Source: an optimization exercise on an open RTL-to-GDS flow (aim: small area). Production flows keep margins and buffers that such runs may drop.
Function was checked by simulation only, so behaviour that the tests miss may differ from the original.

==> 11-23: inputs <==
Design rect_top, start of the top module:
module rect_top #(
    parameter int  MAX_POINTS = 64,
    localparam int IDX_W      = $clog2(MAX_POINTS)
) (
    input  logic                         clk,
    input  logic                         rst,
    input  logic                         load_en,
    input  logic [IDX_W-1:0]             load_addr,
    input  logic [rect_pkg::coord_w-1:0] load_x,
    input  logic [rect_pkg::coord_w-1:0] load_y,
    input  logic [IDX_W:0]               num_points,
    input  logic                         start,
    output logic [rect_pkg::area_w-1:0]  max_area,
    output logic                         done
);
==> module point_store, before the edit <==
module point_store (
    input  logic        clk,
    input  logic        rst,
    input  logic        load_en,
    input  logic [5:0]  load_addr,
    input  logic [31:0] load_point,
    input  logic [1:0]  rd_bank,
    output logic [3:0]  phase,
    output logic [31:0] rd_point
);
    logic [3:0]  phase_q;
    logic [3:0]  wslot;      
    logic [63:0] sel;        
    logic [63:0] keep;
    always_ff @(posedge clk) begin
        if (rst) phase_q <= 4'd0;
        else     phase_q <= phase_q + 4'd1;
    end
    assign wslot = load_addr[3:0] - phase_q - 4'd1;
    always_comb begin
        for (int k = 0; k < 64; k++) begin
            sel[k]  = load_en && (load_addr[5:4] == 2'(k / 16)) && (wslot == 4'(k % 16));
            keep[k] = !sel[k];
        end
    end
    ring_array u_ring (
        .clk      (clk),
        .keep     (keep),
        .sel      (sel),
        .data     (load_point),
        .rd_bank  (rd_bank),
        .rd_point (rd_point)
    );
    assign phase = phase_q;
endmodule
==> module ring_array, before the edit <==
module ring_array (
    input  logic        clk,
    input  logic [63:0] keep,
    input  logic [63:0] sel,
    input  logic [31:0] data,
    input  logic [1:0]  rd_bank,
    output logic [31:0] rd_point
);
    logic [63:0][31:0] ring_q;      
    for (genvar b = 0; b < 4; b++) begin : g_bank
        for (genvar s = 0; s < 16; s++) begin : g_slot
            localparam int K = b * 16 + s;
            localparam int N = b * 16 + (s + 1) % 16;
            logic [31:0] d_n;
            assign d_n = (s % 2 == 1) ? data : ~data;
            always_ff @(posedge clk)
                ring_q[K] <= ~(({32{keep[K]}} | d_n) & ({32{sel[K]}} | ring_q[N]));
        end
    end
    always_comb begin
        case (rd_bank)
            2'd0:    rd_point = ring_q[0];
            2'd1:    rd_point = ring_q[16];
            2'd2:    rd_point = ring_q[32];
            default: rd_point = ring_q[48];
        endcase
    end
endmodule
==> flow/config.mk <==
export PLATFORM = sky130hd
export DESIGN_NAME = rect_top
export DESIGN_NICKNAME = rect_top
export VERILOG_FILES = /design/flow/design.v
export SDC_FILE = /design/flow/constraint.sdc
export NUM_CORES = 4
export LEC_CHECK = 0
export CAP_MARGIN = 20
export CORE_MARGIN = 2
export CORE_UTILIZATION = 55
export PLACE_DENSITY = 0.65
export SLEW_MARGIN = 20
export SYNTH_HIERARCHICAL = 1
==> flow/constraint.sdc <==
create_clock -name core_clock -period 10.0 [get_ports {clk}]
set_input_delay 2.0000 -clock core_clock [delete_from_list [all_inputs] [get_ports {clk}]]
set_output_delay 2.0000 -clock core_clock [all_outputs]
set_load 0.01 [all_outputs]
standard.sh (not shown) runs the stock make flow with config.mk's settings and CLKGATE_MAP_FILE= SYNTH_SCRIPT=/design/flow/synth_recipe.tcl, a recipe that flattens the netlist after the stock synthesis.
==> flow/flow/run.sh <==
#!/bin/bash
# The standard layout (standard.sh), with two changes to how it is made:
#  - clock tree synthesis without dummy loads at the leaves and with leaf
#    clusters of up to 25 registers within 100 um (CTS_ARGS);
#  - the port buffers are the smallest buffer, buf_1 (BUFFER_PORTS_ARGS).
# standard.sh's own output goes to standard.log here; each ORFS step keeps
# its full log under orfs/logs/.
set -euo pipefail
export CTS_ARGS="-sink_clustering_enable -repair_clock_nets -dont_use_dummy_load -sink_clustering_size 25 -sink_clustering_max_diameter 100"
export BUFFER_PORTS_ARGS="-buffer_cell sky130_fd_sc_hd__buf_1"
bash standard.sh > standard.log 2>&1
==> 11-09: changes against 11-23 <==
--- a/flow/design.v
+++ b/flow/design.v
@@ -24,26 +24,48 @@
     output logic [3:0]  phase,
     output logic [31:0] rd_point
 );
-    logic [3:0]  phase_q;
-    logic [3:0]  wslot;      
-    logic [63:0] sel;        
-    logic [63:0] keep;
+    logic [3:0]          phase_q;
+    logic [31:0]         wdata_q;     
+    logic                late_q;      
+    logic [5:0]          laddr_q;     
+    logic [2:0]          lrow_q;      
+    logic [3:0]          slot_now;    
+    logic                now_even;
+    logic                same;        
+    logic                en_now;
+    logic                en_late;
+    logic [31:0]         now_sel;     
+    logic [31:0]         late_sel;
+    logic [31:0]         keep;
     always_ff @(posedge clk) begin
         if (rst) phase_q <= 4'd0;
         else     phase_q <= phase_q + 4'd1;
     end
-    assign wslot = load_addr[3:0] - phase_q - 4'd1;
+    assign slot_now = load_addr[3:0] - phase_q - 4'd1;
+    assign now_even = !slot_now[0];
+    assign same    = load_en && late_q && (load_addr == laddr_q);
+    assign en_now  = load_en && now_even;
+    assign en_late = late_q && !same;
+    always_ff @(posedge clk) begin
+        wdata_q <= load_point;
+        laddr_q <= load_addr;
+        lrow_q  <= slot_now[3:1];
+        late_q  <= load_en && !now_even;
+    end
     always_comb begin
-        for (int k = 0; k < 64; k++) begin
-            sel[k]  = load_en && (load_addr[5:4] == 2'(k / 16)) && (wslot == 4'(k % 16));
-            keep[k] = !sel[k];
+        for (int k = 0; k < 32; k++) begin
+            now_sel[k]  = en_now && (load_addr[5:4] == 2'(k / 8)) && (slot_now[3:1] == 3'(k % 8));
+            late_sel[k] = en_late && (laddr_q[5:4] == 2'(k / 8)) && (lrow_q == 3'(k % 8));
+            keep[k]     = !(now_sel[k] || late_sel[k]);
         end
     end
     ring_array u_ring (
         .clk      (clk),
         .keep     (keep),
-        .sel      (sel),
-        .data     (load_point),
+        .now_sel  (now_sel),
+        .late_sel (late_sel),
+        .now_data (load_point),
+        .late_data(wdata_q),
         .rd_bank  (rd_bank),
         .rd_point (rd_point)
     );
@@ -51,9 +73,11 @@
 endmodule
 module ring_array (
     input  logic        clk,
-    input  logic [63:0] keep,
-    input  logic [63:0] sel,
-    input  logic [31:0] data,
+    input  logic [31:0] keep,
+    input  logic [31:0] now_sel,
+    input  logic [31:0] late_sel,
+    input  logic [31:0] now_data,
+    input  logic [31:0] late_data,
     input  logic [1:0]  rd_bank,
     output logic [31:0] rd_point
 );
@@ -62,10 +86,19 @@
         for (genvar s = 0; s < 16; s++) begin : g_slot
             localparam int K = b * 16 + s;
             localparam int N = b * 16 + (s + 1) % 16;
-            logic [31:0] d_n;
-            assign d_n = (s % 2 == 1) ? data : ~data;
-            always_ff @(posedge clk)
-                ring_q[K] <= ~(({32{keep[K]}} | d_n) & ({32{sel[K]}} | ring_q[N]));
+            if (s % 2 == 1) begin : g_pass
+                always_ff @(posedge clk) ring_q[K] <= ring_q[N];
+            end else begin : g_write
+                localparam int R = b * 8 + s / 2;
+                localparam bit POL = (s % 4 == 2);
+                logic [31:0] dn_n, dl_n;
+                assign dn_n = POL ? now_data  : ~now_data;
+                assign dl_n = POL ? late_data : ~late_data;
+                always_ff @(posedge clk)
+                    ring_q[K] <= ~(({32{keep[R]}} & ring_q[N])
+                                 | ({32{now_sel[R]}} & dn_n)
+                                 | ({32{late_sel[R]}} & dl_n));
+            end
         end
     end
     always_comb begin
==> flow/flow/run.sh (replaced) <==
#!/bin/bash
# The standard layout (standard.sh), with two changes to how it is made:
#  - clock tree synthesis without dummy loads at the leaves and with leaf
#    clusters of up to 28 registers within 100 um (CTS_ARGS);
#  - the port buffers are the smallest buffer, buf_1 (BUFFER_PORTS_ARGS).
# standard.sh's own output goes to standard.log here; each ORFS step keeps
# its full log under orfs/logs/.
set -euo pipefail
export CTS_ARGS="-sink_clustering_enable -repair_clock_nets -dont_use_dummy_load -sink_clustering_size 28 -sink_clustering_max_diameter 100"
export BUFFER_PORTS_ARGS="-buffer_cell sky130_fd_sc_hd__buf_1"
bash standard.sh > standard.log 2>&1
--- a/flow/config.mk
+++ b/flow/config.mk
@@ -6,8 +6,10 @@
 export NUM_CORES = 4
 export LEC_CHECK = 0
 export CAP_MARGIN = 20
+export CELL_PAD_IN_SITES_DETAIL_PLACEMENT = 1
+export CELL_PAD_IN_SITES_GLOBAL_PLACEMENT = 1
 export CORE_MARGIN = 2
-export CORE_UTILIZATION = 55
+export CORE_UTILIZATION = 50
 export PLACE_DENSITY = 0.65
 export SLEW_MARGIN = 20
 export SYNTH_HIERARCHICAL = 1
==> notes.md <==
| item | 11-23 | 11-09 |
|---|---|---|
| Status | timing/DRC/antenna clean | timing/DRC/antenna clean |
| Relative slew margins | 13.8% | 27.3% |
| Crit path to | u_pipe.max_q[18] | u_pipe.max_q[0] |
| Cell type of the slowest stage on the worst timing path | sky130_fd_sc_hd__xnor2_1 | sky130_fd_sc_hd__xnor2_2 |
| Cell count after placement | 7771 | 6872 |
| Weighted congestion at the end of routability-driven global placement | 1.01 | 0.890 |
| Clk Latency, worst-skew pair | 0.80 ns | 0.75 ns |
| Ratio of cells with drive above 1 in the final layout | 9.12% | 8.54% |
| Avg Synthesized Cell Area | 11.4 um^2 | 13.5 um^2 |
| Wire length of the first global-routing pass | 367000 um | 380000 um |
| Largest net degree at the start of global routing | 53 | 34 |
| Global routing usage summed across all routing layers | 36.9% | 37.0% |
| Combined flip-flop and latch cell area | 0.0439 mm^2 | 0.0448 mm^2 |
| Complex-gate fraction of the synthesized area | 19.7% | 16.6% |

-- static timing again, ports no longer ideal --
In the flow no input, the clock included, has a driving cell. The finished layouts below were timed again as built, in two steps. Step 1: set_driving_cell puts a clkbuf_16 on clk and a buf_2 on each other input, an assumption about the parent block. Step 2 times the ports against the registers' clock, not the clock port: input delays grow and output delays shrink by t, the midpoint of the rising clock arrivals with the driver on. Three values: ideal ports, drivers, drivers and shift; two values: the first two.
run	t, ns	setup slack, ns	worst hold slack (ns)	clock arrival spread, ns	worst data-port slew with drivers (ns)
11-23	0.800	0.728 / 0.728 / 0.728	0.348 / 0.348 / 0.348	0.147 / 0.146	0.10
11-09	0.806	0.695 / 0.695 / 0.695	0.280 / 0.280 / 0.280	0.072 / 0.072	0.22
After both steps every run listed still meets setup and hold.
